This design comes from an exercise in tuning for small area, a short achievable clock period and few clock cycles per item on the open sky130 flow, not from production work.
Function was checked by simulation only, so behaviour that the tests miss may differ from the original.

==> flow/design.v, too long to show whole: its modules and the start of the top module <==
// module dot_s1: 1458 lines
// module dot_s2: 127 lines
// module matvec_top: 95 lines
module matvec_top (
  input  logic                 CLOCK_50,
  input  logic                 KEY,
  input  logic [9:0]           SW,
  output logic [9:0]           LEDR,
  output logic [6:0]           HEX0,
  output logic [6:0]           HEX1,
  output logic [6:0]           HEX2,
  output logic [6:0]           HEX3,
  output logic [6:0]           HEX4,
  output logic [6:0]           HEX5,
  output logic                 mem_rd,
  output logic [31:0]          mem_addr,
  input  logic                 mem_rsp_valid,
  input  logic [63:0]          mem_rsp_data
);
  // ...
==> flow/run.sh <==
#!/bin/bash
# synth_recipe.tcl (not shown) runs the flow's synth.tcl, then flattens the netlist and writes it again
# the make line also repeats each setting of config.mk as NAME=value (left out here)
make -C /OpenROAD-flow-scripts/flow DESIGN_CONFIG=/design/flow/config.mk WORK_HOME=/design/flow/orfs CLKGATE_MAP_FILE= SYNTH_SCRIPT=/design/flow/synth_recipe.tcl finish
==> flow/config.mk <==
export PLATFORM = sky130hd
export DESIGN_NAME = matvec_top
export DESIGN_NICKNAME = matvec_top
export VERILOG_FILES = /design/flow/design.v
export SDC_FILE = /design/flow/constraint.sdc
export NUM_CORES = 4
export LEC_CHECK = 0
export CAP_MARGIN = 20
export CORE_MARGIN = 2
export CORE_UTILIZATION = 40
export CTS_BUF_LIST = sky130_fd_sc_hd__clkbuf_4
export SETUP_SLACK_MARGIN = 3.5
export SLEW_MARGIN = 20
==> flow/constraint.sdc <==
create_clock -name core_clock -period 10.0 [get_ports {CLOCK_50}]
set_input_delay 2.0000 -clock core_clock [delete_from_list [all_inputs] [get_ports {CLOCK_50}]]
set_output_delay 2.0000 -clock core_clock [all_outputs]
set_load 0.01 [all_outputs]
==> impl_results.md, run 1 <==
- Clock slew at reported path FFs: 0.06 ns
- Top cell category: multi-input combinational cells
- CP Max Fanout: 25
- CTS-repair resized insts: 58
- Synth area leader: fa_1
- Met3 usage: 0.0394
- Core footprint: 65700 sq um
- Outcome: timing/DRC/antenna clean
- Detail Placement HPWL: 60200 microns
- Synth Area in Simple Gates: 0.135
- Final #Nets: 3110
- Cell area after synthesis: 26600 sq um
- Final cycle utilization of the critical path: 0.649
- Async S/R FF share, synth: 0.0322
- Multi-input logic area: 15900 sq um
- Initial antenna violation count: 3
- Filler instances: 6065
- Via count: 16874
- Non-Filler Instances: 3436
- Largest family of logic cells by synthesized area: adder cells
- Detailed-route wire length: 75000 microns
- Hold path start: cnt[1]
- Top cell type's share of synthesized area: 0.366
- N_diodes: 4
- Routed met2 length: 36600 microns
Testbench counts, summed over its fixed seeds: cycles 6,535, items 256.
==> run 2, diff against run 1 <==
==> flow/flow/run.sh (new file) <==
#!/bin/bash
# Layout flow: the standard flow, with one step added after synthesis.
# Yosys's full-adder extraction leaves an inverter between many pairs of full
# adders; fixpol.py picks each adder's polarity (a full adder is self-dual) so
# that most of them go, then a combinational equivalence check (flip-flops
# cut) must pass or the netlist is left as synthesis wrote it. Port buffers
# are plain buffers instead of the delay cells the placer picks by default.
# Each tool's output goes to a log of its own in this folder.
set -euo pipefail
W=$(pwd)
R=$W/orfs/results/$FLOW_PLATFORM/matvec_top/base
LIB=$FLOW_HOME/platforms/$FLOW_PLATFORM/lib/sky130_fd_sc_hd__tt_025C_1v80.lib
export BUFFER_PORTS_ARGS="-buffer_cell sky130_fd_sc_hd__buf_2"

bash standard.sh synth > synth.log 2>&1

cp "$R/1_2_yosys.v" "$W/synth_netlist.v"
if python3 flow/fixpol.py "$W/synth_netlist.v" "$W/fixpol_netlist.v" > fixpol.log 2>&1; then
  mkdir -p "$W/cec"
  python3 flow/cutflops.py "$W/synth_netlist.v" "$W/cec/a.v" >> fixpol.log 2>&1
  python3 flow/cutflops.py "$W/fixpol_netlist.v" "$W/cec/b.v" >> fixpol.log 2>&1
  for x in a b; do
    yosys -q -p "read_liberty -ignore_miss_func $LIB; read_verilog $W/cec/$x.v; hierarchy -top $FLOW_TOP; flatten; techmap; opt_clean; setundef -zero; write_blif $W/cec/$x.blif" > "cec_yosys_$x.log" 2>&1
  done
  yosys-abc -c "cec $W/cec/a.blif $W/cec/b.blif" > cec.log 2>&1 || true
  if grep -q "Networks are equivalent" cec.log; then
    cp "$W/fixpol_netlist.v" "$R/1_2_yosys.v"
    echo "fixpol netlist used" >> fixpol.log
  else
    echo "equivalence not shown: synthesis netlist kept" >> fixpol.log
  fi
fi

bash standard.sh do-1_synth > synth_odb.log 2>&1
bash standard.sh finish > layout.log 2>&1
==> flow/flow/cutflops.py (new file) <==
#!/usr/bin/env python3
"""Turn a flat sky130hd netlist combinational: every flip-flop's outputs become
inputs and its inputs become outputs (named after the flop). usage: cutflops.py IN OUT"""
import re, sys
src = open(sys.argv[1]).read()
FF = re.compile(r'sky130_fd_sc_hd__(e?dfx|dfr|dfs|dfbb|sdf|edfx|dlx)\w*')
newports, newdecl, out = [], [], []
def san(n):
    return re.sub(r'[^A-Za-z0-9_]', '_', n)
def repl(m):
    typ, name, pins = m.group(1), m.group(2), m.group(3)
    if not FF.match(typ):
        return m.group(0)
    s = []
    for p, n in re.findall(r'\.(\w+)\(\s*((?:\\\S+\s)|[^()]*?)\s*\)', pins):
        n = n.strip()
        if n == '':
            continue
        pn = 'ff_' + san(name) + '_' + p
        if p in ('Q', 'Q_N'):
            newports.append(pn); newdecl.append(f'  input {pn};')
            s.append(f'  assign {n}{" " if n.startswith(chr(92)) else ""} = {pn};')
        elif p != 'CLK':
            newports.append(pn); newdecl.append(f'  output {pn};')
            s.append(f'  assign {pn} = {n}{" " if n.startswith(chr(92)) else ""};')
    return '\n'.join(s) + '\n'
body = re.sub(r'^\s*(sky130_fd_sc_hd__\w+)\s+(\S+)\s*\((.*?)\);\s*$', repl, src, flags=re.S | re.M)
body = re.sub(r'module (\w+)\((.*?)\);', lambda m: f'module {m.group(1)}({m.group(2)}, {", ".join(newports)});\n' + '\n'.join(newdecl), body, count=1, flags=re.S)
open(sys.argv[2], 'w').write(body)
==> flow/flow/fixpol.py (new file) <==
#!/usr/bin/env python3
"""Re-choose the polarity of full adders in a flat Yosys netlist of sky130hd cells.

A full adder is self-dual: FA(~a, ~b, ~c) = (~cout, ~sum). Yosys's full-adder
extraction leaves many inverters between adders; this picks for every fa cell
whether it works on true or complemented signals (and every and2/nand2 whether
it drives its true or complemented output) so that as few inverters as
possible are needed, then writes the netlist back with only those inverters.
Flip-flops, ports and all other cells keep their signals unchanged.

usage: fixpol.py IN.v OUT.v
"""
import re, sys, random

src = open(sys.argv[1]).read()
m = re.search(r'^module .*?;\n', src, re.S | re.M)
head_end = m.end()
endm = src.rindex('endmodule')
body = src[head_end:endm]

# statements of the body
stmts = [s.strip() for s in re.split(r';\s*\n', body) if s.strip()]
decls, insts = [], []
for s in stmts:
    if re.match(r'(input|output|wire|inout)\b', s):
        decls.append(s)
    elif s.startswith('assign'):
        sys.exit('assign statements not handled')
    else:
        mm = re.match(r'(\S+)\s+(\S+)\s*\((.*)\)\s*$', s, re.S)
        if not mm:
            sys.exit('cannot parse: ' + s[:200])
        typ, name, pins = mm.groups()
        pm = {}
        for p, n in re.findall(r'\.(\w+)\(\s*((?:\\\S+\s)|[^()]*?)\s*\)', pins):
            pm[p] = n.strip()
        insts.append([typ, name, pm])

ports = set()
for d in decls:
    if re.match(r'(input|output|inout)\b', d):
        nm = d.split()[-1]
        ports.add(nm)
def is_port(net):
    base = re.sub(r'\[\d+\]$', '', net)
    return base in ports or net in ports

OUTS = {'X', 'Y', 'Q', 'Q_N', 'SUM', 'COUT', 'HI', 'LO'}
def cell(t):
    return t.replace('sky130_fd_sc_hd__', '')

driver, loads = {}, {}
for i, (typ, name, pm) in enumerate(insts):
    for p, n in pm.items():
        if p in OUTS:
            driver[n] = (i, p)
        else:
            loads.setdefault(n, []).append((i, p))

def is_inv(i):
    return cell(insts[i][0]).startswith('inv_')

# root of a net through inverter chains: (root net, parity)
def root(n):
    k = 0
    seen = 0
    while n in driver and is_inv(driver[n][0]) and not is_port(n):
        i = driver[n][0]
        n = insts[i][2]['A']
        k ^= 1
        seen += 1
        if seen > 100:
            break
    return n, k

FLIP_GATES = {'and2_1': 'nand2_1', 'nand2_1': 'and2_1'}
OUTPIN = {'and2_1': 'X', 'nand2_1': 'Y'}
AREA = {'and2_1': 6.256, 'nand2_1': 3.7536}
INV = 3.7536

# managed inverters: those whose output is not a port
inv_removed = set(i for i, (t, n, pm) in enumerate(insts)
                  if cell(t).startswith('inv_') and not is_port(pm['Y']))

# consumers: for each root net, list of (inst, pin, parity) for non-removed-inverter loads
cons = {}
def collect(n, k, r):
    for (i, p) in loads.get(n, []):
        if i in inv_removed:
            collect(insts[i][2]['Y'], k ^ 1, r)
        else:
            cons.setdefault(r, []).append((i, p, k))
roots = set()
for n in list(driver.keys()) + [x for x in loads if x not in driver]:
    r, k = root(n)
    if k == 0 and n == r:
        roots.add(r)
for r in roots:
    collect(r, 0, r)

# flippable objects
fa = [i for i, (t, n, pm) in enumerate(insts) if cell(t).startswith('fa_')]
gates = [i for i, (t, n, pm) in enumerate(insts) if cell(t) in FLIP_GATES and not is_port(pm[OUTPIN[cell(t)]])]
flip = {i: 0 for i in fa + gates}

def prod(r):
    if r in driver:
        i, p = driver[r]
        if i in flip:
            return flip[i]
    return 0

def need(i, k):
    return k ^ flip.get(i, 0) if cell(insts[i][0]).startswith('fa_') else k

def cost_root(r):
    pr = prod(r)
    c = 0.0
    if any(need(i, k) != pr for (i, p, k) in cons.get(r, [])):
        c += INV
    if r in driver and driver[r][0] in flip and driver[r][0] in gates:
        t = cell(insts[driver[r][0]][0])
        c += AREA[FLIP_GATES[t]] if flip[driver[r][0]] else AREA[t]
    return c

# roots each object touches
touch = {}
for i in flip:
    rs = set()
    for p, n in insts[i][2].items():
        rs.add(root(n)[0])
    touch[i] = rs

def local_search(seed):
    rnd = random.Random(seed)
    order = list(flip)
    total = sum(cost_root(r) for r in roots)
    for it in range(100):
        rnd.shuffle(order)
        improved = False
        for i in order:
            before = sum(cost_root(r) for r in touch[i])
            flip[i] ^= 1
            after = sum(cost_root(r) for r in touch[i])
            if after < before - 1e-9:
                total += after - before
                improved = True
            else:
                flip[i] ^= 1
        if not improved:
            break
    return total

import math
MOVES = int(sys.argv[3]) if len(sys.argv) > 3 else 200000
def anneal(seed, init, moves=MOVES, t0=3.0, t1=0.02):
    rnd = random.Random(seed)
    for i in flip:
        flip[i] = init(i, rnd)
    objs = list(flip)
    total = sum(cost_root(r) for r in roots)
    best, best_flip = total, dict(flip)
    for m in range(moves):
        temp = t0 * (t1 / t0) ** (m / moves)
        i = objs[rnd.randrange(len(objs))]
        before = sum(cost_root(r) for r in touch[i])
        flip[i] ^= 1
        after = sum(cost_root(r) for r in touch[i])
        d = after - before
        if d <= 0 or rnd.random() < math.exp(-d / temp):
            total += d
            if total < best - 1e-9:
                best, best_flip = total, dict(flip)
        else:
            flip[i] ^= 1
    flip.update(best_flip)
    return local_search(seed)

start = sum(cost_root(r) for r in roots)
best, best_flip = None, None
inits = [lambda i, r: 0, lambda i, r: 1, lambda i, r: r.randint(0, 1)]
for trial, init in enumerate(inits):
    t = anneal(trial, init)
    if best is None or t < best - 1e-9:
        best, best_flip = t, dict(flip)
flip.update(best_flip)
total = best

# rebuild
newnet = {}
extra_insts, extra_wires = [], []
cnt = [0]
def net_for(r, pol):
    """net carrying root r xor pol"""
    pr = prod(r)
    if pol == pr:
        return r
    if r not in newnet:
        cnt[0] += 1
        nn = f'_fixpol_n{cnt[0]}_'
        extra_wires.append(nn)
        extra_insts.append(['sky130_fd_sc_hd__inv_1', f'_fixpol_i{cnt[0]}_', {'A': r, 'Y': nn}])
        newnet[r] = nn
    return newnet[r]

for r in roots:
    for (i, p, k) in cons.get(r, []):
        insts[i][2][p] = net_for(r, need(i, k))
for i in gates:
    if flip[i]:
        t = cell(insts[i][0])
        pm = insts[i][2]
        out = pm.pop(OUTPIN[t])
        nt = FLIP_GATES[t]
        pm[OUTPIN[nt]] = out
        insts[i][0] = 'sky130_fd_sc_hd__' + nt

out = [src[:head_end]]
for d in decls:
    out.append('  ' + d + ' ;\n')
for w in extra_wires:
    out.append(f'  wire {w};\n')
def fmt(t, n, pm):
    s = f'  {t} {n} (\n'
    s += ',\n'.join(f'    .{p}({v}{" " if v.startswith(chr(92)) else ""})' for p, v in pm.items())
    return s + '\n  );\n'
for i, (t, n, pm) in enumerate(insts):
    if i in inv_removed:
        continue
    out.append(fmt(t, n, pm))
for t, n, pm in extra_insts:
    out.append(fmt(t, n, pm))
out.append('endmodule\n')
open(sys.argv[2], 'w').write(''.join(out))
ninv_before = sum(1 for t, n, pm in insts if cell(t).startswith('inv_'))
print(f'fixpol: {len(fa)} fa, {len(gates)} and2/nand2, {len(inv_removed)} inverters removed, '
      f'{len(extra_insts)} added, {sum(flip[i] for i in fa)} fa and {sum(flip[i] for i in gates)} gates flipped; '
      f'cost {start:.1f} -> {total:.1f}')
==> flow/standard.sh (new file) <==
#!/bin/bash
# synth_recipe.tcl (not shown) runs the flow's synth.tcl, then flattens the netlist and writes it again
# the make line also repeats each setting of config.mk as NAME=value (left out here)
make -C /OpenROAD-flow-scripts/flow DESIGN_CONFIG=/design/flow/config.mk WORK_HOME=/design/flow/orfs CLKGATE_MAP_FILE= SYNTH_SCRIPT=/design/flow/synth_recipe.tcl "${@:-finish}"
--- a/flow/config.mk
+++ b/flow/config.mk
@@ -10,3 +10,3 @@
 export CORE_UTILIZATION = 40
-export CTS_BUF_LIST = sky130_fd_sc_hd__clkbuf_4
+export CTS_BUF_LIST = sky130_fd_sc_hd__clkbuf_8
 export SETUP_SLACK_MARGIN = 3.5
removed: flow/run.sh
==> impl_results.md, run 2 <==
- Outcome: timing/DRC/antenna clean (unchanged)
- Clock root cell: clkbuf_8 (was clkbuf_4)
- Sink Count: 311 (unchanged)
- CP Data Arrival Time: 4.50 ns (was 4.49 ns)
- Grt ovf: 0 (unchanged)
- Via count: 15215 (was 16874)
- Via count of the first global-routing pass: 16520 (was 18726)
- Setup_tns: 0 ns (unchanged)
- Drt drc: 0 (unchanged)
- Starting Density: 0.406 (was 0.404)
- Detailed-route wire length: 67200 microns (was 75000 microns)
- Max Cap Viol: 0 (unchanged)
- Layout cell share with drive strength beyond 1: 0.133 (was 0.0974)
- Worst r2r path cells: 15 (unchanged)
- Max H-tree Level: 2 (was 3)
- Core footprint: 59100 sq um (was 65700 sq um)
- Final cycle utilization of the critical path: 0.650 (was 0.649)
- Final setup vio count: 0 (unchanged)
- WHS Endpoint: tag_q[1] (unchanged)
- Detail Placement HPWL: 53600 microns (was 60200 microns)
- First-pass GRT wire length: 100000 microns (was 115000 microns)
- Minimum clock period: 6.50 ns (was 6.49 ns)
- Critical Path End Type: output pin (unchanged)
- Filler instances: 5427 (was 6065)
- Worst Tran Pin Value: 1.02 ns (was 0.942 ns)
- Syn avg cell area: 12.8 sq um (was 11.6 sq um)
- Drt first pass iters: 6 (was 5)
- Slew Limit Fails: 0 (unchanged)
- Type of the worst setup path: input pin to output pin (unchanged)
- Die area: 61900 sq um (was 68500 sq um)
- Hold depth: 0 (unchanged)
- DRT antenna net count: 0 (unchanged)
- Avg WL per Cell: 23.6 microns (was 21.8 microns)
- Register with the most flip-flops: y_q (unchanged)
- Most common cell after layout, fill and taps aside: nand2_1 (was inv_1)
- Clock Latency Late Sink: 0.67 ns (was 0.87 ns)
- Max-slew headroom: 0.319 (was 0.372)
- Final #Nets: 2634 (was 3110)
- Placer congestion estimate: 0.922 (was 0.983)
- Cell area after synthesis: 24000 sq um (was 26600 sq um)
- Largest registers: y_q: 152 flops, s1_q: 85 flops, b_q: 64 flops (unchanged)
- R2R Path Start: s1_q[15] (unchanged)
- Worst Path Required: 8.00 ns (about the same)
- Chip Height: 249 microns (was 262 microns)
- Syn Inst Count: 1868 (was 2293)
- CTS tree: done (unchanged)
- Initial antenna violation count: 0 (was 3)
- Clock slew at reported path FFs: 0.06 ns (about the same)
- Hold_buf cts: 0 (unchanged)
- Longest Clk Path Bufs: 3 (unchanged)
- Setup crit start kind: input pin (unchanged)
- Num CTS Buffers: 54 (was 86)
- CP Max Fanout: 21 (was 25)
- IO Count: 162 (unchanged)
- Unrepaired setup endpoints after global routing: yes (unchanged)
- Hold path start: cnt[1] (unchanged)
- Terminus of the critical flop-to-flop path: y_q[55] (unchanged)
- Global Route Usage Sum: 0.216 (was 0.229)
- Vias per std cell: 5.34 (was 4.91)
- Starting DRC count in detailed routing: 1034 (was 1151)
- Die width: 249 microns (was 262 microns)
- Peak Freq: 0.154 GHz (about the same)
- HP Class: register to register (unchanged)
- Max reg flops: 152 (unchanged)
- Ys Warns: 1 (unchanged)
- Synth-to-layout area growth: 11.6% (was 13.8%)
- Register area: 8440 sq um (unchanged)
- Final-report hold violation count: 0 (unchanged)
- Most frequent cells in the layout: nand2_1 (539), fa_1 (486), edfxtp_1 (216) (was inv_1 (536), fa_1 (486), and2_1 (417))
- Multi-input logic area: 14900 sq um (was 15900 sq um)
- FF-to-FF setup slack: 3.90 ns (was 4.23 ns)
- Largest net degree at the start of global routing: 65 (was 57)
- Skew final: 0.0480 ns (was 0.0936 ns)
- FP Rows: 89 (was 94)
- Number of port buffers: 118 (unchanged)
- N_diodes: 0 (was 4)
-- run 2: timing repair --
item,CTS,global route
setup buffers,6,5
gates resized for setup,26,11
setup endpoints to repair,35,17
pin swaps,2,2
cloned,0,4
-- run 2: worst max-delay path by stage --
stage | from | to
2_1_floorplan | SW[3] | HEX2[3]
3_3_place_gp | SW[1] | HEX0[3]
3_5_place_dp | SW[1] | HEX2[0]
4_1_cts | SW[3] | HEX0[3]
5_1_grt | SW[2] | HEX2[0]
6_report | SW[2] | HEX2[0]
-- run 2: metal layers --
layer	up-vias	global-route usage	wire length, microns
met1	8043	0.268	26600
met2	647	0.374	33300
met5	-	0	0
met4	0	0.0644	1850
li1	6387	-	-
met3	138	0.0544	5500
-- run 2: layout make-up --
type / instances / share of cell area
tap: 773 / 0.0361
clock buffer: 63 / 0.0324
clock inverter: 37 / 0.00856
timing repair buffer: 149 / 0.0351
sequential: 311 / 0.315
multi-input combinational: 1404 / 0.556
inverter: 114 / 0.0161
-- run 2: through the flow --
stage	area [sq um]	util	hold WS, ns	setup WS [ns]	std cells
floorplan	24100	-	0.476	3.71	1903
global placement	25300	0.429	0.482	2.89	2736
detailed placement	25300	0.429	0.474	2.77	2736
CTS	26600	0.450	0.502	3.48	2842
global route	26800	0.453	0.509	3.48	2851
finish	26800	0.453	0.497	3.50	2851
-- run 2: worst max-delay path, cell delays in order --
cell and delay (ns):
buf_6 0.24, inv_1 0.30, a21oi_1 0.18, o21ai_0 0.12
a222oi_1 0.32, buf_4 0.20, inv_1 0.06, ha_1 0.22
or3_1 0.38, o21ai_0 0.12, o21ai_1 0.13, buf_2 0.20

afterwards: timing with drivers on the ports:
In the flow no input, the clock included, has a driving cell. The finished layouts below were timed again as built, in two steps.
Step 1 (the two cells are an assumption about what drives the block):
set clk [get_ports {CLOCK_50}]
set_driving_cell -lib_cell sky130_fd_sc_hd__clkbuf_16 $clk
set_driving_cell -lib_cell sky130_fd_sc_hd__buf_2 [delete_from_list [all_inputs] $clk]
Step 2, shift: input delay + t, output delay - t, t = (earliest + latest rising clock arrival at the registers) / 2. This alone moves slack from input paths to output paths.
Three values: ideal, step 1, step 2; two values: the first two.
run	shift t [ns]	setup WS [ns]	worst hold slack (ns)
run 1	0.869	3.507 / 3.399 / 3.399	0.467 / 0.467 / 0.467
run 2	0.698	3.500 / 3.445 / 3.445	0.497 / 0.497 / 0.497
After both steps setup and hold are still met in every run listed. For run 1, which loses most, drivers alone change the setup slack by -0.108 ns; drivers and shift together by -0.108 ns.
